What follows belongs to an exercise in optimizing a design on an open flow for a short achievable clock period and few clock cycles; a production flow would make more cautious choices. RTL that was checked went through simulation tests only; none was proved equivalent to the original. Function not checked in runs 1, 2 and 5: the RTL went through the layout flow alone. Power and IR drop assume default switching activity.

==> design.v <==
`timescale 1ns/100ps
package cache_pkg;
    localparam int cache_lines   = 8;
    localparam int line_words    = 8;
    localparam int byte_off_bits = 2;
    localparam int word_sel_bits = 3;
    localparam int index_bits    = 3;
    localparam int tag_bits      = 32 - index_bits - word_sel_bits - byte_off_bits;
    typedef logic [31:0]            word_t;
    typedef logic [31:0]            addr_t;
    typedef logic [tag_bits-1:0]    tag_t;
    typedef logic [index_bits-1:0]  index_t;
    typedef logic [word_sel_bits-1:0] word_sel_t;
    typedef struct packed {
        logic  write;
        addr_t addr;
        word_t wdata;
    } bus_req_t;
    typedef struct packed {
        logic      write;
        tag_t      tag;
        index_t    index;
        word_sel_t word;
        word_t     wdata;
        addr_t     addr;
    } cache_req_t;
    typedef enum logic [2:0] {
        idle,
        lookup,
        fill_req,
        fill_wait,
        write_req,
        write_wait,
        respond
    } ctrl_state_t;
endpackage
`timescale 1ns/100ps
`timescale 1ns/100ps
`timescale 1ns/100ps
`timescale 1ns/100ps
module cache_l1 (
    input  logic        clk,
    input  logic        rst_n,
    input  logic        cpu_req,
    input  logic        cpu_write,
    input  logic [31:0] cpu_addr,
    input  logic [31:0] cpu_wdata,
    output logic        cpu_ack,
    output logic [31:0] cpu_rdata,
    output logic        mem_req,
    output logic        mem_write,
    output logic [31:0] mem_addr,
    output logic [31:0] mem_wdata,
    input  logic        mem_ack,
    input  logic [31:0] mem_rdata
);
    logic [63:0][31:0] data_q;    
    logic [7:0][23:0]  tag_q;
    logic [7:0]        valid;
    logic        idle;      
    logic        fill;      
    logic        wr;        
    logic [2:0]  cnt;       
    logic [2:0]  bw;        
    logic [26:0] h_line;    
    logic [1:0]  h_off;     
    logic        h_write;
    logic [31:0] h_wdata;
    logic        dw_en;     
    logic [5:0]  dw_sel;
    logic [31:0] dw_data;
    logic [2:0]  a_idx;
    logic [5:0]  a_wsel;
    logic [7:0]  line_hit;
    logic        hit;
    logic        accept;
    logic        beat;
    logic        acked;
    logic [31:0] rd_word;
    assign a_idx  = cpu_addr[7:5];
    assign a_wsel = cpu_addr[7:2];
    assign accept = idle && cpu_req;
    assign beat   = mem_req && mem_ack;
    assign acked  = !idle && !fill && !wr;
    always_comb begin
        for (int i = 0; i < 8; i++) begin
            line_hit[i] = valid[i] && (tag_q[i] == cpu_addr[31:8]);
        end
    end
    assign hit = line_hit[a_idx];
    always_comb begin
        rd_word = '0;
        for (int k = 0; k < 64; k++) begin
            rd_word = rd_word | (data_q[k] & {32{a_wsel == 6'(k)}});
        end
    end
    always_ff @(posedge clk or negedge rst_n) begin
        if (!rst_n) begin
            idle    <= 1'b1;
            fill    <= 1'b0;
            wr      <= 1'b0;
            cpu_ack <= 1'b0;
            mem_req <= 1'b0;
            dw_en   <= 1'b0;
            valid   <= '0;
        end else begin
            dw_en <= 1'b0;
            if (accept) begin
                idle <= 1'b0;
                if (cpu_write) begin
                    wr      <= 1'b1;
                    mem_req <= !mem_ack;
                    dw_en   <= hit;
                end else if (hit) begin
                    cpu_ack <= 1'b1;
                end else begin
                    fill    <= 1'b1;
                    mem_req <= !mem_ack;
                end
            end
            if (wr || fill) begin
                if (beat) begin
                    mem_req <= 1'b0;
                end else if (!mem_req && !mem_ack) begin
                    mem_req <= 1'b1;
                end
            end
            if (wr && beat) begin
                wr      <= 1'b0;
                cpu_ack <= 1'b1;
            end
            if (fill && beat) begin
                dw_en <= 1'b1;
                if (cnt == 3'd7) begin
                    fill    <= 1'b0;
                    cpu_ack <= 1'b1;
                    for (int i = 0; i < 8; i++) begin
                        if (h_line[2:0] == 3'(i)) begin
                            valid[i] <= 1'b1;
                        end
                    end
                end
            end
            if (acked && !cpu_req) begin
                cpu_ack <= 1'b0;
                idle    <= 1'b1;
            end
        end
    end
    always_ff @(posedge clk) begin
        if (accept) begin
            h_line  <= cpu_addr[31:5];
            h_off   <= cpu_write ? cpu_addr[1:0] : 2'b00;
            h_write <= cpu_write;
            h_wdata <= cpu_wdata;
            bw      <= cpu_addr[4:2];
            cnt     <= 3'd0;
        end else if (fill && beat) begin
            bw  <= bw + 3'd1;
            cnt <= cnt + 3'd1;
        end
        if (idle) begin
            mem_addr  <= {cpu_addr[31:2], cpu_write ? cpu_addr[1:0] : 2'b00};
            mem_write <= cpu_write;
            mem_wdata <= cpu_wdata;
        end else begin
            mem_addr  <= {h_line, (fill && beat) ? bw + 3'd1 : bw, h_off};
            mem_write <= h_write;
            mem_wdata <= h_wdata;
        end
        if (idle) begin
            cpu_rdata <= rd_word;
        end else if (fill && beat && cnt == 3'd0) begin
            cpu_rdata <= mem_rdata;
        end
        for (int i = 0; i < 8; i++) begin
            if (fill && beat && cnt == 3'd7 && h_line[2:0] == 3'(i)) begin
                tag_q[i] <= h_line[26:3];
            end
        end
        dw_sel  <= idle ? a_wsel : {h_line[2:0], bw};
        dw_data <= idle ? cpu_wdata : mem_rdata;
        for (int k = 0; k < 64; k++) begin
            if (dw_en && dw_sel == 6'(k)) begin
                data_q[k] <= dw_data;
            end
        end
    end
endmodule
==> flow/run.sh <==
#!/bin/bash
# Standard layout, except that the port buffers are plain buffers and the
# resizer may pick any cell of the right function (not only the same
# footprint), so that the port buffers can be sized for speed.
set -o pipefail
bash standard.sh MATCH_CELL_FOOTPRINT=0 "BUFFER_PORTS_ARGS=-buffer_cell sky130_fd_sc_hd__buf_4" finish > standard.log 2>&1
==> standard.sh <==
#!/bin/bash
# synth_recipe.tcl (not shown) runs the flow's synth.tcl, then flattens the netlist and writes it again
# the make line also repeats each setting of config.mk as NAME=value (left out here)
make -C /OpenROAD-flow-scripts/flow DESIGN_CONFIG=/design/flow/config.mk WORK_HOME=/design/flow/orfs CLKGATE_MAP_FILE= SYNTH_SCRIPT=/design/flow/synth_recipe.tcl "${@:-finish}"
==> config.mk <==
export PLATFORM = sky130hd
export DESIGN_NAME = cache_l1
export DESIGN_NICKNAME = cache_l1
export VERILOG_FILES = /design/flow/design.v
export SDC_FILE = /design/flow/constraint.sdc
export NUM_CORES = 4
export LEC_CHECK = 0
export ABC_CLOCK_PERIOD_IN_PS = 2000
export CAP_MARGIN = 20
export CORE_MARGIN = 2
export CORE_UTILIZATION = 40
export SETUP_SLACK_MARGIN = 2.8
export SLEW_MARGIN = 20
==> constraint.sdc <==
create_clock -name core_clock -period 5.0 [get_ports {clk}]
set_input_delay 1.0000 -clock core_clock [delete_from_list [all_inputs] [get_ports {clk}]]
set_output_delay 1.0000 -clock core_clock [all_outputs]
set_load 0.01 [all_outputs]
==> out/qor.json, run 1 <==
{
  "outcome": "no timing/DRC/antenna violations",
  "total_leakage_power_nw": 38.0,
  "post-route-min-period_ns": 2.97,
  "synth_warnings": 1,
  "finalPower_w": 0.0482,
  "grt_antenna_before_repair": 30,
  "hpwl_um": 213000,
  "buffer_ports.inserted": 199,
  "gp_congestion": 0.947,
  "placed_cell_area_sq_mm": 0.0971,
  "cp_data_arrival_time_ns": 3.57,
  "min_path_type": "in -> reg",
  "cts.reportedPaths.clkPinSlew_ns": 0.07,
  "first_global_vias": 55100,
  "tritoncts_clock_tree": "done",
  "path_max_fanout": 13,
  "cp-end-kind": "flip-flop",
  "layout-area-overhead-vs-synth_pct": 29.3,
  "worst_slew_margin_rel_pct": 25.0,
  "clock_latency_ns": 0.94,
  "tightest_slew_ns": 1.13,
  "globalRouteOverflowTotal": 0,
  "cts_htree_levels": 4,
  "drt_iter0_markers": 14700,
  "utilization_pct": 51.9,
  "core.rowCount": 173,
  "cap_violations": 0,
  "design.portCount": 200,
  "syn_nets": 4970,
  "rsz0062_at_grt": "yes",
  "grt_max_degree": 96,
  "number_of_buffers_inserted_during_clock_tree_synthesis": 226,
  "floorplan.die.width_um": 475,
  "first_pass_grt_wire_length_um": 519000,
  "post_synth.cell_area_avg_sq_um": 18.3,
  "synth_sequential_area_ratio_pct": 81.7,
  "worst_ep_required_time_ns": 5.60,
  "cts_root_buffer": "sky130_fd_sc_hd__clkbuf_16",
  "syn_inst": 4865,
  "cts.sink_count": 2454,
  "die_area_sq_mm": 0.226,
  "synth_seq_cells": 2454,
  "die_y_um": 475,
  "fraction_of_final_layout_cells_with_drive_strength_greater_than_1_pct": 32.7,
  "ys_async_rst_share_pct": 0.570,
  "synth_largest_type_area_fraction_pct": 78.9,
  "main_synth_ff_type": "sky130_fd_sc_hd__edfxtp_1",
  "post_drt_wl_per_cell_um": 46.6,
  "number_of_optimization_iterations_in_the_first_detailed_route_pass": 9,
  "route.detailed.vias_per_inst": 7.04,
  "timing.fmax_ghz": 0.336,
  "post_synth_design_cell_area_sq_mm": 0.0888,
  "final_min_period_over_clock_period_pct": 59.5,
  "route.vias.total": 63800,
  "finalSetupTns_ns": 0,
  "vdd.ir_drop.worst_v": 0.000441,
  "synthTopCellsByArea": "sky130_fd_sc_hd__edfxtp_1 79%, sky130_fd_sc_hd__a22oi_1 6.8%, sky130_fd_sc_hd__dfxtp_1 2.4%",
  "cts.path.max_buffers": 3,
  "fin_worst_skew_ns": 0.0702,
  "synth_enable_flop_cells": 2334,
  "most_used_standard_cells_in_the_synthesized_netlist": "2,334 x sky130_fd_sc_hd__edfxtp_1, 808 x sky130_fd_sc_hd__a22oi_1, 178 x sky130_fd_sc_hd__nand4_1, 135 x sky130_fd_sc_hd__xor2_1, 127 x sky130_fd_sc_hd__buf_2",
  "timing.final.setup_violations": 0,
  "post-route-cell-area_sq_mm": 0.115,
  "slew_violations": 0,
  "worstSetupPathType": "in -> reg",
  "timing.critical_path.from_type": "input pin",
  "ant_nets": 0,
  "floorplan.core_area_sq_mm": 0.221,
  "drt-total-wl_um": 422000,
  "synthDominantAreaCellType": "sky130_fd_sc_hd__edfxtp_1",
  "hold_viol_final": 0,
  "power_per_cell_area_mw_per_mm2": 420,
  "post-synth-top-count-cell": "sky130_fd_sc_hd__edfxtp_1",
  "grt_util_all_layers_pct": 35.0,
  "route.detailed.drc": 0,
  "yosys.cell_types.count": 50,
  "num-nets-final": 5953,
  "initial_core_util_pct": 40.1
}
kinds of logic after synthesis:
kind of cell    share of synthesized area, %
fa+ha+maj                             0.0563
xor+xnor                                1.92
buf+inv                                 1.81
flops                                   81.7
mux                                    0.479
simple gates                            4.35
compound gates                          9.70
path summary, 6_finish.rpt:
kind                       slack [ns]          start            end  cells after the start
setup / recovery                 2.03    cpu_addr[6]  cpu_rdata[20]                     12
hold / removal                   0.26  cpu_wdata[17]    h_wdata[17]                      1
setup reg to reg                 2.57      dw_sel[3]   data_q[1647]                      5
hold reg to reg                  0.47       valid[6]       valid[6]                      1
max in group asynchronous        4.19          rst_n           idle                      2
min in group asynchronous        0.53          rst_n       valid[6]                      2
repair_timing:
item                        CTS  global route
hold buffers                  1             0
pin swaps                   250           160
gates resized for setup     689           269
gates cloned                 26            33
hold endpoints to repair     13             0
setup endpoints to repair  2298          1265
buffers inserted            382           104
through the flow:
stage	hold slack, ns	cells	setup WS, ns
3_3_place_gp	0.445	8039	0.527
5_1_grt	0.259	9030	2.19
2_1_floorplan	0.430	4865	2.35
3_5_place_dp	0.449	8048	0.465
6_report	0.258	9060	2.03
4_1_cts	0.249	8885	2.26
power by group:
part           switching [W]  internal [W]
clock                0.00797       0.00944
sequential           0.00172        0.0248
combinational        0.00279       0.00150
total                 0.0125        0.0358
flip-flops by register name, summed over array words and instances (netlist names), 2 cells and up:
name,count
valid,8
h_wdata,32
tag_q,192
cnt,3
bw,3
h_off,2
mem_wdata,32
mem_addr,30
dw_sel,5
h_line,27
dw_data,32
cpu_rdata,32
data_q,2048
cells in the final DEF (no fill, tap or decap), types with 60 or more instances in the layout:
master,n
sky130_fd_sc_hd__nand4_1,178
sky130_fd_sc_hd__o21ai_0,64
sky130_fd_sc_hd__a22o_1,103
sky130_fd_sc_hd__buf_12,215
sky130_fd_sc_hd__clkinv_1,60
sky130_fd_sc_hd__a22oi_2,125
sky130_fd_sc_hd__nand3_1,61
sky130_fd_sc_hd__nor3_4,61
sky130_fd_sc_hd__edfxtp_1,2334
sky130_fd_sc_hd__nand2_1,77
sky130_fd_sc_hd__clkbuf_16,268
sky130_fd_sc_hd__a22oi_1,683
sky130_fd_sc_hd__inv_1,70
sky130_fd_sc_hd__dfxtp_2,64
sky130_fd_sc_hd__nor2_4,82
sky130_fd_sc_hd__buf_6,222
sky130_fd_sc_hd__buf_4,477
sky130_fd_sc_hd__xor2_1,135
layer usage:
layer | track usage (%) | vias up | routed length, um
li1 | - | 22100 | -
met1 | 41.7 | 31500 | 128000
met2 | 48.5 | 7820 | 166000
met3 | 17.2 | 2265 | 81400
met4 | 25.9 | 41 | 44200
met5 | 0.938 | - | 1480
worst max-delay path, cell delays in order:
cell	delay, ns
sky130_fd_sc_hd__buf_12	0.11
sky130_fd_sc_hd__buf_12	0.12
sky130_fd_sc_hd__nand2b_4	0.16
sky130_fd_sc_hd__buf_12	0.14
sky130_fd_sc_hd__buf_12	0.11
sky130_fd_sc_hd__buf_12	0.12
sky130_fd_sc_hd__nor3_4	0.06
sky130_fd_sc_hd__buf_12	0.17
sky130_fd_sc_hd__a22oi_2	0.19
sky130_fd_sc_hd__nand4_1	0.54
sky130_fd_sc_hd__nor4_4	0.64
sky130_fd_sc_hd__a31oi_1	0.19
area by class of cell:
cell class,count,area [sq um]
Fill cell,17100,107000
Timing Repair Buffer,1015,12600
Clock inverter,143,1280
Inverter,71,270
Tap cell,2975,3720
Sequential cell,2454,72700
Clock buffer,285,6100
Antenna cell,37,92.6
Timing Repair inverter,1,5.00
Multi-Input combinational cell,2079,18100
==> run 2: changes to the inputs <==
--- a/design.v
+++ b/design.v
@@ -55,5 +55,5 @@
     input  logic [31:0] mem_rdata
 );
-    logic [63:0][31:0] data_q;    
+    logic [31:0]       data_q [0:63];    
     logic [7:0][23:0]  tag_q;
     logic [7:0]        valid;
@@ -78,4 +78,5 @@
     logic        acked;
     logic [31:0] rd_word;
+    logic [31:0] rd_hold;    
     assign a_idx  = cpu_addr[7:5];
     assign a_wsel = cpu_addr[7:2];
@@ -89,10 +90,5 @@
     end
     assign hit = line_hit[a_idx];
-    always_comb begin
-        rd_word = '0;
-        for (int k = 0; k < 64; k++) begin
-            rd_word = rd_word | (data_q[k] & {32{a_wsel == 6'(k)}});
-        end
-    end
+    assign rd_word = data_q[a_wsel];
     always_ff @(posedge clk or negedge rst_n) begin
         if (!rst_n) begin
@@ -170,8 +166,9 @@
         end
         if (idle) begin
-            cpu_rdata <= rd_word;
+            rd_hold <= rd_word;
         end else if (fill && beat && cnt == 3'd0) begin
-            cpu_rdata <= mem_rdata;
+            rd_hold <= mem_rdata;
         end
+        cpu_rdata <= idle ? rd_word : rd_hold;
         for (int i = 0; i < 8; i++) begin
             if (fill && beat && cnt == 3'd7 && h_line[2:0] == 3'(i)) begin
@@ -181,8 +178,6 @@
         dw_sel  <= idle ? a_wsel : {h_line[2:0], bw};
         dw_data <= idle ? cpu_wdata : mem_rdata;
-        for (int k = 0; k < 64; k++) begin
-            if (dw_en && dw_sel == 6'(k)) begin
-                data_q[k] <= dw_data;
-            end
+        if (dw_en) begin
+            data_q[dw_sel] <= dw_data;
         end
     end
==> flow/run.sh (replaced) <==
#!/bin/bash
# Standard layout, except that the port buffers are plain buffers, the
# resizer may pick any cell of the right function (not only the same
# footprint), so that the port buffers can be sized for speed, and the clock
# tree uses larger sink clusters (fewer, shorter buffer stages).
set -o pipefail
bash standard.sh MATCH_CELL_FOOTPRINT=0 \
  "BUFFER_PORTS_ARGS=-buffer_cell sky130_fd_sc_hd__buf_4" \
  "CTS_ARGS=-sink_clustering_enable -repair_clock_nets -sink_clustering_size 30 -sink_clustering_max_diameter 100" \
  finish > standard.log 2>&1
--- a/config.mk
+++ b/config.mk
@@ -9,5 +9,5 @@
 export CAP_MARGIN = 20
 export CORE_MARGIN = 2
-export CORE_UTILIZATION = 40
+export CORE_UTILIZATION = 50
 export SETUP_SLACK_MARGIN = 2.8
 export SLEW_MARGIN = 20
==> run 2 against run 1 <==
Total power down 14%. Still clean. Design area down 6.4%. First-iteration DRC count down 60%. Critical endpoint is now rd_hold[0]. Synthesized cell count down 14%. Final cell count down 21%. Largest power group unchanged.
==> out/qor.json, run 2 <==
{
  "cts_htree_levels": {"value": 3, "change": "-1"},
  "hpwl": {"value": 146000, "unit": "um", "change": "-31%"},
  "synthDominantAreaCellType": "sky130_fd_sc_hd__edfxtp_1",
  "hold_slack": {"value": 0.0978, "unit": "ns", "change": "-0.161 ns"},
  "path_max_fanout": {"value": 7, "change": "-6"},
  "post_drt_wl_per_cell": {"value": 36.0, "unit": "um", "change": "-23%"},
  "reg.largest.list": "data_q (2048), tag_q (192)",
  "number_of_buffers_inserted_during_clock_tree_synthesis": {"value": 93, "change": "-59%"},
  "cts_root_buffer": "sky130_fd_sc_hd__clkbuf_16",
  "layout-area-overhead-vs-synth_pct": 14.5,
  "synth_warnings": {"value": 1, "change": "unchanged"},
  "cp_data_arrival_time": {"value": 3.43, "unit": "ns", "change": "-0.14 ns"},
  "grt_max_degree": {"value": 82, "change": "-15%"},
  "critical_path.cell_chain": "buf_16, buf_16, buf_12, buf_16, buf_12, buf_4, mux4_2, mux4_2, mux2i_1, nand2_2, o211ai_1, nand2_1",
  "timing.critical_path.from_type": "input pin",
  "regMostFlops": "data_q",
  "grt_util_all_layers": {"value": 26.9, "unit": "%", "change": "-8.0 points"},
  "number_of_optimization_iterations_in_the_first_detailed_route_pass": {"value": 7, "change": "-2"},
  "route.vias.total": {"value": 45200, "change": "-29%"},
  "post_synth.cell_area_avg": {"value": 22.6, "unit": "sq um", "change": "+24%"},
  "hold_viol_final": {"value": 0, "change": "unchanged"},
  "total_leakage_power": {"value": 34.1, "unit": "nW", "change": "-10%"},
  "ys_async_rst_share": {"value": 0.563, "unit": "%", "change": "-0.0073 points"},
  "clock_latency": {"value": 0.77, "unit": "ns", "change": "-0.17 ns"},
  "die_area": {"value": 0.192, "unit": "sq mm", "change": "-15%"},
  "drt-total-wl": {"value": 259000, "unit": "um", "change": "-39%"},
  "crit_buf_inv": {"value": 6, "change": "unchanged"},
  "timing.final.setup_violations": {"value": 0, "change": "unchanged"},
  "setup.reg_to_reg.worst_slack": {"value": 2.56, "unit": "ns", "change": "about the same"},
  "cts.reportedPaths.clkPinSlew": {"value": 0.11, "unit": "ns", "change": "+0.04 ns"},
  "rsz0062_at_grt": "yes",
  "finalPower": {"value": 0.0413, "unit": "W", "change": "-14%"},
  "buffer_ports.inserted": {"value": 199, "change": "unchanged"},
  "power_per_cell_area": {"value": 384, "unit": "mW/mm^2", "change": "-8.5%"},
  "cp-end-kind": "flip-flop",
  "synthTopCellsByArea": "sky130_fd_sc_hd__edfxtp_1 75%, sky130_fd_sc_hd__mux4_2 16%, sky130_fd_sc_hd__dfxtp_1 2.9%",
  "globalRouteOverflowTotal": {"value": 0, "change": "unchanged"},
  "floorplan.core_area": {"value": 0.187, "unit": "sq mm", "change": "-15%"},
  "finalSetupTns": {"value": 0, "unit": "ns", "change": "unchanged"},
  "fraction_of_final_layout_cells_with_drive_strength_greater_than_1": {"value": 36.0, "unit": "%", "change": "+3.3 points"},
  "tritoncts_clock_tree": "done",
  "post-route-min-period": {"value": 2.90, "unit": "ns", "change": "-0.0755 ns"},
  "die_y": {"value": 438, "unit": "um", "change": "-7.9%"},
  "synth_sequential_area_ratio": {"value": 77.9, "unit": "%", "change": "-3.8 points"},
  "timing.fmax": {"value": 0.345, "unit": "GHz", "change": "+2.6%"},
  "synth_enable_flop_cells": {"value": 2334, "change": "unchanged"},
  "worst_slew_margin_rel": {"value": 29.8, "unit": "%", "change": "+4.9 points"},
  "cp_slowest_stage_delay": {"value": 0.47, "unit": "ns", "change": "-0.17 ns"},
  "fin_worst_skew": {"value": 0.0477, "unit": "ns", "change": "-0.0225 ns"},
  "syn_nets": {"value": 4268, "change": "-14%"},
  "route.detailed.drc": {"value": 0, "change": "unchanged"},
  "synth_largest_type_area_fraction": {"value": 74.6, "unit": "%", "change": "-4.3 points"},
  "r2r_cells": {"value": 5, "change": "unchanged"},
  "syn_inst": {"value": 4163, "change": "-14%"},
  "crit_slowest_cell": "sky130_fd_sc_hd__mux4_2",
  "critical_path.most_common_cell": "sky130_fd_sc_hd__buf_16",
  "synth_seq_cells": {"value": 2486, "change": "+1.3%"},
  "largest_register_ff_count": {"value": 2048, "change": "unchanged"},
  "main_synth_ff_type": "sky130_fd_sc_hd__edfxtp_1",
  "first_pass_grt_wire_length": {"value": 356000, "unit": "um", "change": "-31%"},
  "utilization": {"value": 57.5, "unit": "%", "change": "+5.6 points"},
  "grt_antenna_before_repair": {"value": 4, "change": "-87%"},
  "post-synth-top-count-cell": "sky130_fd_sc_hd__edfxtp_1",
  "drt_iter0_markers": {"value": 5841, "change": "-60%"},
  "vdd.ir_drop.worst": {"value": 0.000347, "unit": "V", "change": "-21%"},
  "final_min_period_over_clock_period": {"value": 58.0, "unit": "%", "change": "-1.5 points"},
  "yosys.cell_types.count": {"value": 43, "change": "-14%"},
  "num-nets-final": {"value": 4734, "change": "-20%"},
  "route.detailed.vias_per_inst": {"value": 6.28, "change": "-11%"},
  "cap_violations": {"value": 0, "change": "unchanged"},
  "most_used_standard_cells_in_the_synthesized_netlist": "2,334 x sky130_fd_sc_hd__edfxtp_1, 661 x sky130_fd_sc_hd__mux4_2, 146 x sky130_fd_sc_hd__nand2_1, 138 x sky130_fd_sc_hd__dfxtp_1, 101 x sky130_fd_sc_hd__xor2_1",
  "design.portCount": {"value": 200, "change": "unchanged"},
  "ant_nets": {"value": 0, "change": "unchanged"},
  "worst_ep_required_time": {"value": 5.53, "unit": "ns", "change": "-0.07 ns"},
  "floorplan.die.width": {"value": 438, "unit": "um", "change": "-7.9%"},
  "initial_core_util": {"value": 50.2, "unit": "%", "change": "+10 points"},
  "cts.sink_count": {"value": 2486, "change": "+1.3%"},
  "layout_common_cells": "2,334 x sky130_fd_sc_hd__edfxtp_1, 661 x sky130_fd_sc_hd__mux4_2, 266 x sky130_fd_sc_hd__buf_4",
  "worstSetupPathType": "in -> reg",
  "gp_congestion": {"value": 0.793, "change": "-16%"},
  "core.rowCount": {"value": 159, "change": "-8.1%"},
  "tightest_slew": {"value": 1.05, "unit": "ns", "change": "-0.0731 ns"},
  "min_path_type": "in -> async",
  "path_delay_family": "multiplexers",
  "outcome": "no timing/DRC/antenna violations",
  "slew_violations": {"value": 0, "change": "unchanged"},
  "cts.path.max_buffers": {"value": 3, "change": "unchanged"},
  "first_global_vias": {"value": 44300, "change": "-20%"},
  "path_depth": {"value": 12, "change": "unchanged"},
  "post_synth_design_cell_area": {"value": 0.0940, "unit": "sq mm", "change": "+5.8%"},
  "commonest_non_fill_non_tap_cell_in_the_layout": "sky130_fd_sc_hd__edfxtp_1"
}
run 2: final timing paths:
path                          startpoint          to
max in group asynchronous          rst_n        idle
min in group core_clock     cpu_wdata[6]  h_wdata[6]
setup / recovery             cpu_addr[2]  rd_hold[0]
setup reg to reg           data_q[31][6]  rd_hold[6]
hold reg to reg                 valid[0]    valid[0]
hold / removal                     rst_n          wr
run 2: kinds of logic after synthesis:
group / Yosys count / share of synthesized area (%)
and+or+nand+nor: 384 / 1.93
buffers and inverters: 281 / 1.26
AOI/OAI and AO/OA: 92 / 0.544
adders and majority gates: 4 / 0.0532
DFF: 2486 / 77.9
xor gates and xnor gates: 195 / 1.82
muxes: 721 / 16.5
run 2: layout make-up:
| type | instances | area (sq um) |
|---|---|---|
| Timing Repair Buffer | 578 | 7260 |
| Fill cell | 13600 | 79600 |
| Tap cell | 2495 | 3120 |
| Sequential cell | 2486 | 73400 |
| Multi-Input combinational cell | 1399 | 20800 |
| Clock inverter | 3 | 47.5 |
| Antenna cell | 1 | 2.50 |
| Inverter | 71 | 270 |
| Clock buffer | 159 | 2620 |
run 2: worst reg2reg max path, delay by kind of cell (launching register included):
family,cells,cell delay (ns)
flip-flops,1,0.37
multiplexers,3,1.69
AND/OR/NAND/NOR,2,0.16
run 2: power breakdown:
part / total (W) / leakage (nW) / switching (W) / internal [W]
combinational: 0.00491 / 10.4 / 0.00277 / 0.00215
sequential: 0.0268 / 22.4 / 0.00155 / 0.0252
clock: 0.00967 / 1.27 / 0.00602 / 0.00365
total: 0.0413 / 34.1 / 0.0103 / 0.0310
run 2: per-stage QoR:
step	setup slack, ns	std cells	area (sq um)
6_report	2.10	7192	108000
5_1_grt	2.09	7191	108000
4_1_cts	2.20	7157	107000
3_5_place_dp	0.808	6834	101000
3_3_place_gp	0.832	6834	101000
2_1_floorplan	1.81	4163	95500
run 2: layer usage:
metal  part of all wire, %  track usage (%)  vias up
met5                0.0077                0        -
met4                   2.5             6.66        4
met3                   7.6             3.41      256
met2                    50             44.5     1912
met1                    40             38.5    25000
li1                      -                -    18000
run 2: repair_timing:
action,CTS,global route
endpoints found under the setup margin,2349,500
pin swaps,59,17
resized for setup,328,78
hold buffers,0,0
gates cloned,34,13
buffers inserted,127,19
==> run 3: changes to the inputs <==
--- a/design.v
+++ b/design.v
@@ -78,5 +78,4 @@
     logic        acked;
     logic [31:0] rd_word;
-    logic [31:0] rd_hold;    
     assign a_idx  = cpu_addr[7:5];
     assign a_wsel = cpu_addr[7:2];
@@ -165,10 +164,7 @@
             mem_wdata <= h_wdata;
         end
-        if (idle) begin
-            rd_hold <= rd_word;
-        end else if (fill && beat && cnt == 3'd0) begin
-            rd_hold <= mem_rdata;
+        if (idle || fill) begin
+            cpu_rdata <= rd_word;
         end
-        cpu_rdata <= idle ? rd_word : rd_hold;
         for (int i = 0; i < 8; i++) begin
             if (fill && beat && cnt == 3'd7 && h_line[2:0] == 3'(i)) begin
==> run 3 against run 2 <==
Design area down 0.92%. Final cell count down 2.0%. Hold slack better by 0.012 ns. Non-clock buffer count up 11. Critical path depth down 5. Total power down 0.33%. Clock skew up 0.0027 ns. Critical path type unchanged.
==> out/qor.json, run 3 <==
{
  "die_y": {"value": 435, "unit": "um", "change": "-0.70%"},
  "finalSetupTns": {"value": 0, "unit": "ns", "change": "unchanged"},
  "synth_seq_cells": {"value": 2454, "change": "-1.3%"},
  "largest_register_ff_count": {"value": 2048, "change": "unchanged"},
  "layout_common_cells": "2,334 x sky130_fd_sc_hd__edfxtp_1, 663 x sky130_fd_sc_hd__mux4_2, 263 x sky130_fd_sc_hd__buf_4",
  "tightest_slew": {"value": 1.23, "unit": "ns", "change": "+0.173 ns"},
  "route.detailed.vias_per_inst": {"value": 6.41, "change": "+2.0%"},
  "main_synth_ff_type": "sky130_fd_sc_hd__edfxtp_1",
  "route.detailed.drc": {"value": 0, "change": "unchanged"},
  "ys_async_rst_share": {"value": 0.570, "unit": "%", "change": "+0.0073 points"},
  "drt-total-wl": {"value": 265000, "unit": "um", "change": "+2.6%"},
  "number_of_buffers_inserted_during_clock_tree_synthesis": {"value": 94, "change": "+1.1%"},
  "cp_data_arrival_time": {"value": 3.12, "unit": "ns", "change": "-0.31 ns"},
  "worst_slew_margin_rel": {"value": 17.4, "unit": "%", "change": "-12 points"},
  "num-nets-final": {"value": 4580, "change": "-3.3%"},
  "cts.path.max_buffers": {"value": 3, "change": "unchanged"},
  "ant_nets": {"value": 0, "change": "unchanged"},
  "synth_largest_type_area_fraction": {"value": 75.6, "unit": "%", "change": "+1.1 points"},
  "multi_input_comb_area": {"value": 0.0200, "unit": "sq mm", "change": "-3.9%"},
  "cts_root_buffer": "sky130_fd_sc_hd__clkbuf_16",
  "timing.critical_path.from_type": "input pin",
  "synth_enable_flop_cells": {"value": 2334, "change": "unchanged"},
  "grt_antenna_before_repair": {"value": 12, "change": "+8"},
  "synth.mux.area_fraction": {"value": 16.8, "unit": "%", "change": "+0.22 points"},
  "floorplan.die.width": {"value": 435, "unit": "um", "change": "-0.70%"},
  "floorplan.core_area": {"value": 0.185, "unit": "sq mm", "change": "-1.3%"},
  "cts.reportedPaths.clkPinSlew": {"value": 0.12, "unit": "ns", "change": "about the same"},
  "rsz0062_at_grt": "yes",
  "synthDominantAreaCellType": "sky130_fd_sc_hd__edfxtp_1",
  "timing.final.setup_violations": {"value": 0, "change": "unchanged"},
  "regMostFlops": "data_q",
  "layout-area-overhead-vs-synth_pct": 15.0,
  "most_used_standard_cells_in_the_synthesized_netlist": "2,334 x sky130_fd_sc_hd__edfxtp_1, 663 x sky130_fd_sc_hd__mux4_2, 121 x sky130_fd_sc_hd__clkbuf_1, 116 x sky130_fd_sc_hd__xor2_1, 106 x sky130_fd_sc_hd__dfxtp_1",
  "core.rowCount": {"value": 158, "change": "-0.63%"},
  "synth_xor_area_share": {"value": 1.84, "unit": "%", "change": "+0.026 points"},
  "post-route-min-period": {"value": 2.61, "unit": "ns", "change": "-0.283 ns"},
  "synthTopCellsByArea": "sky130_fd_sc_hd__edfxtp_1 76%, sky130_fd_sc_hd__mux4_2 16%, sky130_fd_sc_hd__dfxtp_1 2.3%",
  "post_synth_design_cell_area": {"value": 0.0927, "unit": "sq mm", "change": "-1.4%"},
  "route.vias.total": {"value": 45100, "change": "-0.089%"},
  "hpwl": {"value": 149000, "unit": "um", "change": "+1.5%"},
  "min_path_type": "in -> async",
  "post-synth-top-count-cell": "sky130_fd_sc_hd__edfxtp_1",
  "layout.area.seq": {"value": 0.0727, "unit": "sq mm", "change": "-0.94%"},
  "syn_nets": {"value": 4090, "change": "-4.2%"},
  "critical_path.most_common_cell": "sky130_fd_sc_hd__mux4_2",
  "slew_violations": {"value": 0, "change": "unchanged"},
  "grt_util_all_layers": {"value": 28.2, "unit": "%", "change": "+1.3 points"},
  "tritoncts_clock_tree": "done",
  "final_min_period_over_clock_period": {"value": 52.3, "unit": "%", "change": "-5.7 points"},
  "vdd.ir_drop.worst": {"value": 0.000299, "unit": "V", "change": "-14%"},
  "post_drt_wl_per_cell": {"value": 37.7, "unit": "um", "change": "+4.7%"},
  "fraction_of_final_layout_cells_with_drive_strength_greater_than_1": {"value": 36.3, "unit": "%", "change": "+0.33 points"},
  "drt_iter0_markers": {"value": 6579, "change": "+13%"},
  "first_pass_grt_wire_length": {"value": 360000, "unit": "um", "change": "+1.0%"},
  "design.portCount": {"value": 200, "change": "unchanged"},
  "die_area": {"value": 0.189, "unit": "sq mm", "change": "-1.4%"},
  "first_global_vias": {"value": 42800, "change": "-3.3%"},
  "clock_latency": {"value": 0.77, "unit": "ns", "change": "about the same"},
  "hold_viol_final": {"value": 0, "change": "unchanged"},
  "buffer_ports.inserted": {"value": 199, "change": "unchanged"},
  "timing.fmax": {"value": 0.382, "unit": "GHz", "change": "+11%"},
  "fillers": {"value": 13300, "change": "-1.9%"},
  "grt_max_degree": {"value": 65, "change": "-21%"},
  "initial_core_util": {"value": 50.1, "unit": "%", "change": "-0.071 points"},
  "synth_warnings": {"value": 1, "change": "unchanged"},
  "synth_sequential_area_ratio": {"value": 78.3, "unit": "%", "change": "+0.42 points"},
  "synth_adder_area_share": {"value": 0.0405, "unit": "%", "change": "-0.013 points"},
  "cap_violations": {"value": 0, "change": "unchanged"},
  "cts.sink_count": {"value": 2454, "change": "-1.3%"},
  "yosys.cell_types.count": {"value": 48, "change": "+12%"},
  "number_of_optimization_iterations_in_the_first_detailed_route_pass": {"value": 5, "change": "-2"},
  "outcome": "no timing/DRC/antenna violations",
  "commonest_non_fill_non_tap_cell_in_the_layout": "sky130_fd_sc_hd__edfxtp_1",
  "synth-simple-area-share": {"value": 1.30, "unit": "%", "change": "-0.62 points"},
  "critical_path.cell_chain": "buf_16, buf_12, clkbuf_16, clkbuf_16, mux4_2, mux4_2, mux4_2",
  "synth_compound_area_share": {"value": 0.560, "unit": "%", "change": "+0.016 points"},
  "total_leakage_power": {"value": 33.6, "unit": "nW", "change": "-1.5%"},
  "worstSetupPathType": "in -> reg",
  "gp_congestion": {"value": 0.806, "change": "+1.6%"},
  "cts_htree_levels": {"value": 3, "change": "unchanged"},
  "reg.largest.list": "data_q (2048), tag_q (192)",
  "cp_slowest_stage_delay": {"value": 0.51, "unit": "ns", "change": "+0.04 ns"},
  "post_synth.cell_area_avg": {"value": 23.3, "unit": "sq um", "change": "+3.0%"},
  "syn_inst": {"value": 3986, "change": "-4.3%"},
  "worst_ep_required_time": {"value": 5.50, "unit": "ns", "change": "-0.03 ns"},
  "finalPower": {"value": 0.0412, "unit": "W", "change": "-0.33%"},
  "dominant_combinational_cell_family_by_area_after_synthesis": "multiplexers",
  "globalRouteOverflowTotal": {"value": 0, "change": "unchanged"},
  "path_max_fanout": {"value": 8, "change": "+1"},
  "crit_slowest_cell": "sky130_fd_sc_hd__mux4_2",
  "power_per_cell_area": {"value": 387, "unit": "mW/mm^2", "change": "+0.60%"},
  "cp-end-kind": "flip-flop",
  "fin_worst_skew": {"value": 0.0504, "unit": "ns", "change": "+0.00271 ns"}
}
==> run 3: final cells by class <==
class                           count  share of cell area (%)
Multi-Input combinational cell   1268                    18.8
Antenna cell                       19                  0.0446
Tap cell                         2480                    2.91
Sequential cell                  2454                    68.2
Clock inverter                     12                   0.113
Timing Repair inverter              1                 0.00704
Clock buffer                      154                    2.50
Inverter                           68                   0.245
Timing Repair Buffer              589                    7.16
==> run 3: final timing paths <==
check | startpoint | end | slack (ns) | cells past startpoint
max reg2reg | tag_q[170] | mem_req | 2.56 | 7
max | cpu_addr[2] | cpu_rdata[22] | 2.39 | 7
min reg2reg | cnt[2] | cnt[2] | 0.47 | 2
max in group asynchronous | rst_n | idle | 4.60 | 1
min | rst_n | fill | 0.11 | 1
min in group core_clock | cpu_req | idle | 0.41 | 2
==> run 3: metrics by stage <==
step | hold WS (ns) | utilization [%] | std cells | area [sq um] | worst slack (ns)
6_report | 0.109 | 57.7 | 7045 | 107000 | 2.39
5_1_grt | 0.0719 | 57.7 | 7041 | 107000 | 2.38
4_1_cts | 0.0471 | 57.4 | 7007 | 106000 | 2.34
3_5_place_dp | 0.451 | 53.7 | 6628 | 99200 | 1.12
3_3_place_gp | 0.443 | 53.6 | 6625 | 99100 | 1.12
2_1_floorplan | 0.430 | - | 3986 | 93800 | 1.92
==> run 3: cell families after synthesis <==
kind of cell | count (synthesis)
fa+ha+maj | 3
simple gates | 250
xor+xnor | 195
buf+inv | 270
flops | 2454
compound gates | 97
mux | 717
==> run 3: worst max-delay path: cells and delay by family <==
family                 cells  cell delay (ns)
multiplexers               3             1.46
buffers and inverters      4             0.63
==> run 3: repair_timing <==
| action | CTS | global route |
|---|---|---|
| buffers inserted | 150 | 14 |
| endpoints found under the setup margin | 2457 | 545 |
| pin swaps | 71 | 2 |
| gates resized for setup | 328 | 53 |
| hold buffers | 0 | 0 |
| cloned | 63 | 3 |
==> run 3: power breakdown <==
| part | leakage [nW] | switching, W | internal, W |
|---|---|---|---|
| registers | 22.1 | 0.00188 | 0.0250 |
| logic | 10.1 | 0.00249 | 0.00199 |
| clock network | 1.32 | 0.00608 | 0.00375 |
==> run 3: routing by layer <==
layer / track usage [%] / part of all wire, %
met1: 41.7 / 40
met2: 44.5 / 48
met3: 4.04 / 8.4
met4: 8.00 / 3.5
met5: 0 / 0.0049
Testbench counts of run 3, summed over its fixed seeds: cycles 91,480.
==> run 4: changes to the inputs <==
==> flow/run.sh (replaced) <==
#!/bin/bash
# Standard layout, except that:
# - the port buffers are plain buffers, and the resizer may pick any cell of
#   the right function (not only the same footprint), so that the port
#   buffers can be sized for speed;
# - the clock tree uses larger sink clusters (fewer, shorter buffer stages);
# - synthesis does not use the slow 4-input mux cells (added to the
#   platform's own don't-use list).
set -o pipefail
cfg="DESIGN_CONFIG=$PWD/config.mk WORK_HOME=$PWD/orfs_print"
dont_use=$(make -s -C "$FLOW_HOME" $cfg print-DONT_USE_CELLS 2>print_dont_use.log | sed -n 's/^DONT_USE_CELLS: //p')
rm -rf orfs_print
echo "DONT_USE_CELLS from the platform: $dont_use" > dont_use.log
bash standard.sh MATCH_CELL_FOOTPRINT=0 \
  "BUFFER_PORTS_ARGS=-buffer_cell sky130_fd_sc_hd__buf_4" \
  "CTS_ARGS=-sink_clustering_enable -repair_clock_nets -sink_clustering_size 30 -sink_clustering_max_diameter 100" \
  "DONT_USE_CELLS=$dont_use sky130_fd_sc_hd__mux4_1 sky130_fd_sc_hd__mux4_2 sky130_fd_sc_hd__mux4_4" \
  finish > standard.log 2>&1
==> run 4 against run 3 <==
Still clean on timing, DRC and antenna. Clock-buffer cell count fell by 30. First-iteration DRC count rose by 3.5%. Clock power fell by 1%. Total power rose by 2.4%. Routed wire length rose by 8.0%. Global-route usage fell by 0.59 points. Die area rose by 4.5%. Combinational power rose by 51%. Design area rose by 7.1%. Critical endpoint is now cpu_rdata[0].
==> out/qor.json, run 4 <==
{
  "tightest_slew": {"value": 0.938, "unit": "ns", "change": "-0.288 ns"},
  "initial_core_util": {"value": 50.3, "unit": "%", "change": "+0.16 points"},
  "post_drt_wl_per_cell": {"value": 31.7, "unit": "um", "change": "-16%"},
  "cts_root_buffer": "sky130_fd_sc_hd__clkbuf_16",
  "dpl_worst_slack": {"value": 0.724, "unit": "ns", "change": "-0.393 ns"},
  "crit_buf_inv": {"value": 1, "change": "-3"},
  "timing.fmax": {"value": 0.383, "unit": "GHz", "change": "+0.19%"},
  "most_used_standard_cells_in_the_synthesized_netlist": "2,334 x sky130_fd_sc_hd__edfxtp_1, 993 x sky130_fd_sc_hd__a211oi_1, 522 x sky130_fd_sc_hd__a21oi_1, 516 x sky130_fd_sc_hd__nor2b_1, 513 x sky130_fd_sc_hd__mux2i_1",
  "synth_enable_flop_cells": {"value": 2334, "change": "unchanged"},
  "syn_nets": {"value": 6160, "change": "+51%"},
  "synth_warnings": {"value": 1, "change": "unchanged"},
  "synth_compound_area_share": {"value": 10.8, "unit": "%", "change": "+10 points"},
  "floorplan.core_area": {"value": 0.193, "unit": "sq mm", "change": "+4.2%"},
  "cts.reportedPaths.clkPinSlew": {"value": 0.11, "unit": "ns", "change": "about the same"},
  "slew_violations": {"value": 0, "change": "unchanged"},
  "crit_slowest_cell": "sky130_fd_sc_hd__edfxtp_1",
  "synth-simple-area-share": {"value": 4.52, "unit": "%", "change": "+3.2 points"},
  "min_path_type": "in -> async",
  "floorplan.die.width": {"value": 444, "unit": "um", "change": "+2.2%"},
  "number_of_optimization_iterations_in_the_first_detailed_route_pass": {"value": 8, "change": "+3"},
  "timing.critical_path.from_type": "flip-flop",
  "finalSetupTns": {"value": 0, "unit": "ns", "change": "unchanged"},
  "outcome": "no timing/DRC/antenna violations",
  "synth_adder_area_share": {"value": 0.0387, "unit": "%", "change": "-0.0017 points"},
  "fraction_of_final_layout_cells_with_drive_strength_greater_than_1": {"value": 24.8, "unit": "%", "change": "-12 points"},
  "number_of_buffers_inserted_during_clock_tree_synthesis": {"value": 93, "change": "-1.1%"},
  "placed_cell_area": {"value": 0.103, "unit": "sq mm", "change": "+3.5%"},
  "post_synth.cell_area_avg": {"value": 16.0, "unit": "sq um", "change": "-31%"},
  "hold_slack": {"value": 0.0682, "unit": "ns", "change": "-0.0412 ns"},
  "drt-total-wl": {"value": 287000, "unit": "um", "change": "+8.0%"},
  "final_min_period_over_clock_period": {"value": 52.2, "unit": "%", "change": "-0.10 points"},
  "total_leakage_power": {"value": 36.8, "unit": "nW", "change": "+9.6%"},
  "largest_register_ff_count": {"value": 2048, "change": "unchanged"},
  "first_global_vias": {"value": 52700, "change": "+23%"},
  "clock_latency": {"value": 0.78, "unit": "ns", "change": "about the same"},
  "dp_cells": {"value": 8579, "change": "+29%"},
  "worst_ep_required_time": {"value": 4.00, "unit": "ns", "change": "-1.50 ns"},
  "stdcell_count": {"value": 9051, "change": "+28%"},
  "tritoncts_clock_tree": "done",
  "yosys.cell_types.count": {"value": 47, "change": "-2.1%"},
  "post-synth-top-count-cell": "sky130_fd_sc_hd__edfxtp_1",
  "synth.mux.area_fraction": {"value": 5.71, "unit": "%", "change": "-11 points"},
  "vdd.ir_drop.worst": {"value": 0.000412, "unit": "V", "change": "+38%"},
  "cts.path.max_buffers": {"value": 3, "change": "unchanged"},
  "syn_inst": {"value": 6056, "change": "+52%"},
  "path_max_fanout": {"value": 1, "change": "-7"},
  "cp_slowest_stage_delay": {"value": 0.60, "unit": "ns", "change": "+0.09 ns"},
  "rsz0062_at_grt": "yes",
  "num-nets-final": {"value": 6583, "change": "+44%"},
  "worst_slew_margin_rel": {"value": 37.5, "unit": "%", "change": "+20 points"},
  "die_y": {"value": 444, "unit": "um", "change": "+2.2%"},
  "cts.sink_count": {"value": 2454, "change": "unchanged"},
  "synth_seq_cells": {"value": 2454, "change": "unchanged"},
  "ctsHoldBuffers": {"value": 0, "change": "unchanged"},
  "layout-area-overhead-vs-synth_pct": 17.9,
  "first_pass_grt_wire_length": {"value": 391000, "unit": "um", "change": "+8.6%"},
  "synth_xor_area_share": {"value": 1.76, "unit": "%", "change": "-0.080 points"},
  "route.vias.total": {"value": 56600, "change": "+25%"},
  "synthDominantAreaCellType": "sky130_fd_sc_hd__edfxtp_1",
  "regMostFlops": "data_q",
  "main_synth_ff_type": "sky130_fd_sc_hd__edfxtp_1",
  "worstSetupPathType": "reg -> out",
  "synth_largest_type_area_fraction": {"value": 72.3, "unit": "%", "change": "-3.3 points"},
  "die_area": {"value": 0.197, "unit": "sq mm", "change": "+4.5%"},
  "route.detailed.drc": {"value": 0, "change": "unchanged"},
  "cap_violations": {"value": 0, "change": "unchanged"},
  "cp-end-kind": "output pin",
  "cts_htree_levels": {"value": 3, "change": "unchanged"},
  "grt_antenna_before_repair": {"value": 9, "change": "-3"},
  "grt_util_all_layers": {"value": 27.6, "unit": "%", "change": "-0.59 points"},
  "fin_worst_skew": {"value": 0.0407, "unit": "ns", "change": "-0.00966 ns"},
  "synth_sequential_area_ratio": {"value": 74.9, "unit": "%", "change": "-3.4 points"},
  "hold_viol_final": {"value": 0, "change": "unchanged"},
  "ant_nets": {"value": 0, "change": "unchanged"},
  "critical_path.cell_chain": "buf_6",
  "post-route-min-period": {"value": 2.61, "unit": "ns", "change": "-0.00505 ns"},
  "layout_common_cells": "2,334 x sky130_fd_sc_hd__edfxtp_1, 653 x sky130_fd_sc_hd__a211oi_1, 505 x sky130_fd_sc_hd__nor2b_1",
  "cp_data_arrival_time": {"value": 1.61, "unit": "ns", "change": "-1.51 ns"},
  "route.detailed.vias_per_inst": {"value": 6.25, "change": "-2.4%"},
  "synthTopCellsByArea": "sky130_fd_sc_hd__edfxtp_1 72%, sky130_fd_sc_hd__a211oi_1 7.7%, sky130_fd_sc_hd__mux2i_1 5.3%",
  "hpwl": {"value": 146000, "unit": "um", "change": "-1.7%"},
  "post-route-cell-area": {"value": 0.114, "unit": "sq mm", "change": "+7.1%"},
  "core.rowCount": {"value": 161, "change": "+1.9%"},
  "power_per_cell_area": {"value": 370, "unit": "mW/mm^2", "change": "-4.4%"},
  "globalRouteOverflowTotal": {"value": 0, "change": "unchanged"},
  "commonest_non_fill_non_tap_cell_in_the_layout": "sky130_fd_sc_hd__edfxtp_1",
  "path_delay_family": "flip-flops",
  "ys_async_rst_share": {"value": 0.570, "unit": "%", "change": "unchanged"},
  "dominant_combinational_cell_family_by_area_after_synthesis": "compound AO/OA/AOI/OAI gates",
  "gp_congestion": {"value": 0.797, "change": "-1.1%"},
  "final_worst_setup_slack": {"value": 2.39, "unit": "ns", "change": "+0.00505 ns"},
  "buffer_ports.inserted": {"value": 199, "change": "unchanged"},
  "reg.largest.list": "data_q (2048), tag_q (192)",
  "drt_iter0_markers": {"value": 6806, "change": "+3.5%"},
  "post_synth_design_cell_area": {"value": 0.0969, "unit": "sq mm", "change": "+4.5%"},
  "timing.final.setup_violations": {"value": 0, "change": "unchanged"},
  "grt_max_degree": {"value": 97, "change": "+49%"},
  "design.portCount": {"value": 200, "change": "unchanged"}
}
## run 4: cell types whose count changed after synthesis, moves of 4 or more
cell,change
sky130_fd_sc_hd__a211oi_1,+992
sky130_fd_sc_hd__mux4_2,-663
sky130_fd_sc_hd__a21oi_1,+512
sky130_fd_sc_hd__nor2b_1,+512
sky130_fd_sc_hd__mux2i_1,+503
sky130_fd_sc_hd__clkbuf_1,+195
sky130_fd_sc_hd__buf_2,+35
sky130_fd_sc_hd__buf_4,+17
sky130_fd_sc_hd__buf_1,-10
sky130_fd_sc_hd__mux2_2,-9
sky130_fd_sc_hd__nand2_1,-9
sky130_fd_sc_hd__o21ai_1,-9
sky130_fd_sc_hd__buf_6,+4
## run 4: path summary, 6_finish.rpt
| check | start | to | slack, ns | cells past startpoint |
|---|---|---|---|---|
| min reg2reg | cnt[2] | cnt[2] | 0.48 | 2 |
| max reg2reg | tag_q[91] | mem_req | 2.47 | 7 |
| min | rst_n | valid[1] | 0.07 | 1 |
| max in group asynchronous | rst_n | idle | 4.67 | 1 |
| max | cpu_rdata[0] | cpu_rdata[0] | 2.39 | 1 |
| min in group core_clock | cpu_wdata[17] | h_wdata[17] | 0.39 | 1 |
## run 4: layout make-up
type / instances / area, sq um
fill: 14300 / 78400
sequential: 2454 / 72700
multi-input combinational: 3107 / 25700
timing repair buffer: 755 / 9670
tap: 2526 / 3160
clock buffer: 124 / 2520
inverter: 68 / 259
clock inverter: 13 / 148
antenna: 4 / 10.0
## run 4: per-stage QoR
step | total power [W] | utilization, %
floorplan | 0.0285 | -
global placement | 0.0314 | 53.3
detailed placement | 0.0316 | 53.3
CTS | 0.0419 | 57.3
global route | 0.0434 | 59.3
finish | 0.0422 | 59.3
## run 4: cell families after synthesis
group	after synthesis
muxes	548
AOI/OAI and AO/OA	1592
buffers and inverters	511
DFF	2454
xor gates and xnor gates	195
and+or+nand+nor	753
adders and majority gates	3
## run 4: layer usage
layer,wire length [um],track usage (%),vias up
li1,-,-,24400
met1,119000,39.6,29500
met2,137000,45.1,2296
met3,21800,3.44,367
met4,8950,7.38,2
met5,13,0,-
## run 4: repair_timing
action | in CTS | in global routing
gates resized for setup | 546 | 486
gates cloned | 79 | 45
setup buffers | 131 | 76
endpoints found under the setup margin | 2462 | 1335
pin swaps | 124 | 211
## run 4: worst register-to-register path: stages (launching register included)
cell	delay [ns]
sky130_fd_sc_hd__edfxtp_1	0.40
sky130_fd_sc_hd__xnor2_1	0.32
sky130_fd_sc_hd__nand4_1	0.24
sky130_fd_sc_hd__nor4_1	0.57
sky130_fd_sc_hd__nand4_1	0.19
sky130_fd_sc_hd__a22o_4	0.32
sky130_fd_sc_hd__a2111oi_4	0.31
sky130_fd_sc_hd__nor3b_2	0.08
## run 4: where the power goes
group	internal [W]	switching (W)	total (W)
logic	0.00211	0.00464	0.00675
clock network	0.00367	0.00607	0.00973
registers	0.0250	0.000720	0.0257
total	0.0308	0.0114	0.0422
==> run 5: changes to the inputs <==
--- a/design.v
+++ b/design.v
@@ -78,4 +78,5 @@
     logic        acked;
     logic [31:0] rd_word;
+    logic [31:0] rd_keep;
     assign a_idx  = cpu_addr[7:5];
     assign a_wsel = cpu_addr[7:2];
@@ -165,6 +166,7 @@
         end
         if (idle || fill) begin
-            cpu_rdata <= rd_word;
+            rd_keep <= rd_word;
         end
+        cpu_rdata <= (idle || fill) ? rd_word : rd_keep;
         for (int i = 0; i < 8; i++) begin
             if (fill && beat && cnt == 3'd7 && h_line[2:0] == 3'(i)) begin
==> run 5 against run 4 <==
Still clean on timing, DRC and antenna. Sequential share of layout area increased by 0.18 points. Synthesized cell count unchanged. Routed wire length increased by 0.56%. First-iteration DRC count decreased by 2.6%. Core utilization decreased by 0.16 points. Global-route usage decreased by 0.098 points. Non-clock buffer count increased by 20. Synthesized area unchanged. Hold slack got worse by 0.028 ns. Register-to-register slack improved by 0.09 ns. Maximum frequency increased by 0.75%. Design area decreased by 0.27%. Largest power group unchanged. Highest routed layer unchanged.
==> out/qor.json, run 5 <==
{
  "main_synth_ff_type": "sky130_fd_sc_hd__edfxtp_1",
  "gp_congestion": {"value": 0.808, "change": "+1.4%"},
  "cts_htree_levels": {"value": 3, "change": "unchanged"},
  "route.detailed.vias_per_inst": {"value": 6.27, "change": "+0.37%"},
  "globalRouteOverflowTotal": {"value": 0, "change": "unchanged"},
  "ys_async_rst_share": {"value": 0.570, "unit": "%", "change": "unchanged"},
  "path_delay_family": "flip-flops",
  "outcome": "no timing/DRC/antenna violations",
  "timing.fmax": {"value": 0.386, "unit": "GHz", "change": "+0.75%"},
  "largest_register_ff_count": {"value": 2048, "change": "unchanged"},
  "worst_slew_margin_rel": {"value": 30.3, "unit": "%", "change": "-7.2 points"},
  "die_area": {"value": 0.197, "unit": "sq mm", "change": "unchanged"},
  "layout-area-overhead-vs-synth_pct": 17.6,
  "grt_max_degree": {"value": 92, "change": "-5.2%"},
  "regMostFlops": "data_q",
  "ant_nets": {"value": 0, "change": "unchanged"},
  "crit_path_start": "rd_keep[18]",
  "finalSetupTns": {"value": 0, "unit": "ns", "change": "unchanged"},
  "commonest_non_fill_non_tap_cell_in_the_layout": "sky130_fd_sc_hd__edfxtp_1",
  "worstSetupPathType": "reg -> out",
  "hold_viol_final": {"value": 0, "change": "unchanged"},
  "tritoncts_clock_tree": "done",
  "r2r_start": "tag_q[127]",
  "hold_slack": {"value": 0.0400, "unit": "ns", "change": "-0.0282 ns"},
  "timing.critical_path.from_type": "flip-flop",
  "synth_warnings": {"value": 1, "change": "unchanged"},
  "placed_cell_area": {"value": 0.103, "unit": "sq mm", "change": "about the same"},
  "design.portCount": {"value": 200, "change": "unchanged"},
  "post-synth-top-count-cell": "sky130_fd_sc_hd__edfxtp_1",
  "post_drt_wl_per_cell": {"value": 31.8, "unit": "um", "change": "+0.47%"},
  "synthTopCellsByArea": "sky130_fd_sc_hd__edfxtp_1 72%, sky130_fd_sc_hd__a211oi_1 7.7%, sky130_fd_sc_hd__mux2i_1 5.3%",
  "fin_worst_skew": {"value": 0.0519, "unit": "ns", "change": "+0.0112 ns"},
  "layout_common_cells": "2,334 x sky130_fd_sc_hd__edfxtp_1, 701 x sky130_fd_sc_hd__a211oi_1, 504 x sky130_fd_sc_hd__nor2b_1",
  "cap_violations": {"value": 0, "change": "unchanged"},
  "slew_violations": {"value": 0, "change": "unchanged"},
  "path_max_fanout": {"value": 1, "change": "unchanged"},
  "synth_sequential_area_ratio": {"value": 74.9, "unit": "%", "change": "unchanged"},
  "worst_ep_required_time": {"value": 4.00, "unit": "ns", "change": "about the same"},
  "r2r_cells": {"value": 7, "change": "unchanged"},
  "cp_data_arrival_time": {"value": 1.59, "unit": "ns", "change": "-0.02 ns"},
  "hpwl": {"value": 147000, "unit": "um", "change": "+0.45%"},
  "cts.reportedPaths.clkPinSlew": {"value": 0.12, "unit": "ns", "change": "about the same"},
  "synthDominantAreaCellType": "sky130_fd_sc_hd__edfxtp_1",
  "route.detailed.drc": {"value": 0, "change": "unchanged"},
  "initial_core_util": {"value": 50.3, "unit": "%", "change": "unchanged"},
  "most_used_standard_cells_in_the_synthesized_netlist": "2,334 x sky130_fd_sc_hd__edfxtp_1, 993 x sky130_fd_sc_hd__a211oi_1, 522 x sky130_fd_sc_hd__a21oi_1, 516 x sky130_fd_sc_hd__nor2b_1, 513 x sky130_fd_sc_hd__mux2i_1",
  "crit_slowest_cell": "sky130_fd_sc_hd__edfxtp_1",
  "synth_enable_flop_cells": {"value": 2334, "change": "unchanged"},
  "clock_latency": {"value": 0.81, "unit": "ns", "change": "+0.03 ns"},
  "utilization": {"value": 59.1, "unit": "%", "change": "-0.16 points"},
  "drt_iter0_markers": {"value": 6630, "change": "-2.6%"},
  "fillers": {"value": 14300, "change": "-0.26%"},
  "power_per_cell_area": {"value": 371, "unit": "mW/mm^2", "change": "+0.29%"},
  "grt_util_all_layers": {"value": 27.6, "unit": "%", "change": "-0.098 points"},
  "stdcell_count": {"value": 9059, "change": "+0.088%"},
  "critical_path.cell_chain": "buf_6",
  "min_path_type": "in -> async",
  "tightest_slew": {"value": 1.03, "unit": "ns", "change": "+0.0966 ns"},
  "number_of_buffers_inserted_during_clock_tree_synthesis": {"value": 93, "change": "unchanged"},
  "number_of_optimization_iterations_in_the_first_detailed_route_pass": {"value": 5, "change": "-3"},
  "post-route-cell-area": {"value": 0.114, "unit": "sq mm", "change": "-0.27%"},
  "cts.sink_count": {"value": 2454, "change": "unchanged"},
  "syn_nets": {"value": 6160, "change": "unchanged"},
  "setup.reg_to_reg.worst_slack": {"value": 2.56, "unit": "ns", "change": "+0.09 ns"},
  "post_synth_design_cell_area": {"value": 0.0969, "unit": "sq mm", "change": "unchanged"},
  "floorplan.die.width": {"value": 444, "unit": "um", "change": "unchanged"},
  "post-route-min-period": {"value": 2.59, "unit": "ns", "change": "-0.0194 ns"},
  "synth_seq_cells": {"value": 2454, "change": "unchanged"},
  "core.rowCount": {"value": 161, "change": "unchanged"},
  "timing.rr.end": "mem_req",
  "drt-total-wl": {"value": 288000, "unit": "um", "change": "+0.56%"},
  "grt_antenna_before_repair": {"value": 9, "change": "unchanged"},
  "total_leakage_power": {"value": 36.8, "unit": "nW", "change": "about the same"},
  "num-nets-final": {"value": 6597, "change": "+0.21%"},
  "first_pass_grt_wire_length": {"value": 391000, "unit": "um", "change": "-0.17%"},
  "cts_root_buffer": "sky130_fd_sc_hd__clkbuf_16",
  "cp_slowest_stage_delay": {"value": 0.59, "unit": "ns", "change": "about the same"},
  "reg.largest.list": "data_q (2048), tag_q (192)",
  "fraction_of_final_layout_cells_with_drive_strength_greater_than_1": {"value": 24.5, "unit": "%", "change": "-0.35 points"},
  "post_synth.cell_area_avg": {"value": 16.0, "unit": "sq um", "change": "unchanged"},
  "first_global_vias": {"value": 52100, "change": "-1.1%"},
  "rsz0062_at_grt": "yes",
  "timing.final.setup_violations": {"value": 0, "change": "unchanged"},
  "yosys.cell_types.count": {"value": 47, "change": "unchanged"},
  "vdd.ir_drop.worst": {"value": 0.000362, "unit": "V", "change": "-12%"},
  "final_min_period_over_clock_period": {"value": 51.8, "unit": "%", "change": "-0.39 points"},
  "crit_buf_inv": {"value": 1, "change": "unchanged"},
  "cts.path.max_buffers": {"value": 3, "change": "unchanged"},
  "die_y": {"value": 444, "unit": "um", "change": "unchanged"},
  "syn_inst": {"value": 6056, "change": "unchanged"},
  "buffer_ports.inserted": {"value": 199, "change": "unchanged"},
  "floorplan.core_area": {"value": 0.193, "unit": "sq mm", "change": "unchanged"},
  "cp-end-kind": "output pin",
  "ctsHoldBuffers": {"value": 0, "change": "unchanged"},
  "route.vias.total": {"value": 56800, "change": "+0.46%"},
  "dp_cells": {"value": 8589, "change": "+0.12%"},
  "synth_largest_type_area_fraction": {"value": 72.3, "unit": "%", "change": "unchanged"}
}
-- run 5: cell counts after synthesis --
Identical to the previous run, type by type.
-- run 5: worst max-delay path by stage --
stage | endpoint | depth (start not counted) | slack, ns
6_report | cpu_rdata[18] | 1 | 2.41
3_5_place_dp | rd_keep[27] | 10 | 0.73
2_1_floorplan | rd_keep[12] | 10 | 2.24
5_1_grt | cpu_rdata[31] | 1 | 2.40
4_1_cts | cpu_rdata[18] | 1 | 2.35
3_3_place_gp | rd_keep[18] | 10 | 0.77
-- run 5: area by class of cell --
cell class	count	area [sq um]	share of cell area, %
repair buffers	775	9750	8.56
clock buffers	120	2470	2.17
diodes	1	2.50	0.00220
repair inverters	1	7.51	0.00659
flip-flops and latches	2454	72700	63.8
clock inverters	14	180	0.158
multi-input cells	3100	25300	22.3
well taps	2526	3160	2.78
inverters	68	259	0.227
-- run 5: routing by layer --
layer	global-route usage, %	share of wire, %	wire length (um)
met4	7.54	3.0	8790
met2	44.0	47	136000
met5	0	0.014	40
met3	3.51	7.7	22100
met1	40.2	42	121000
-- run 5: through the flow --
stage,total power [W],worst slack (ns)
after global placement,0.0315,0.770
after floorplan,0.0285,2.24
after CTS,0.0419,2.35
after global routing,0.0434,2.40
final,0.0422,2.41
after detailed placement,0.0316,0.734
-- run 5: cells by family (layout without fill, tap and decap cells) --
logic type | after synthesis | after routing | synth area share, %
AND/OR/NAND/NOR | 753 | 762 | 4.52
multiplexers | 548 | 548 | 5.71
AO/OA/AOI/OAI | 1592 | 1592 | 10.8
adder cells (fa/ha/maj) | 3 | 3 | 0.0388
flip-flops | 2454 | 2454 | 74.9
other | 0 | 1 | 0
XOR/XNOR | 195 | 195 | 1.76
buffers and inverters | 511 | 978 | 2.24
-- run 5: repair_timing --
item	CTS	global route
cloned	54	57
pin swaps	113	207
setup endpoints to repair	2437	918
buffers inserted	162	62
resized for setup	482	479
-- run 5: power breakdown --
group	switching (W)	internal [W]	leakage (nW)
sequential	0.000789	0.0250	22.1
clock	0.00610	0.00366	1.28
combinational	0.00458	0.00209	13.4
total	0.0115	0.0307	36.8

port drivers added, routing unchanged:
How much do the figures lean on ideal ports? The routed layouts below were timed once more, with nothing changed but the port constraints.
Step 1 assumes that a clkbuf_16 drives the clock port and a buf_2 every other input.
Step 2 also shifts input and output timing later by t, the mid clock arrival at the registers, as if the neighbouring blocks saw the same clock.
a / b / c = no drivers / after step 1 / after step 2; a / b = the first two.
run | shift t [ns] | setup WS [ns] | slew at the worst register clock pin (ns)
run 1 | 0.999 | 2.026 / 2.074 / 1.075 | 0.08 / 0.08
run 2 | 0.841 | 2.102 / 1.941 / 1.099 | 0.12 / 0.12
run 3 | 0.836 | 2.385 / 2.194 / 1.359 | 0.12 / 0.12
run 4 | 0.853 | 2.390 / 1.986 / 1.132 | 0.12 / 0.12
run 5 | 0.869 | 2.410 / 2.190 / 1.321 | 0.12 / 0.12
After both steps setup and hold are still met in every run listed. The setup slack of run 4, which loses most, moves by -0.404 ns with the drivers and by -1.258 ns with both steps.
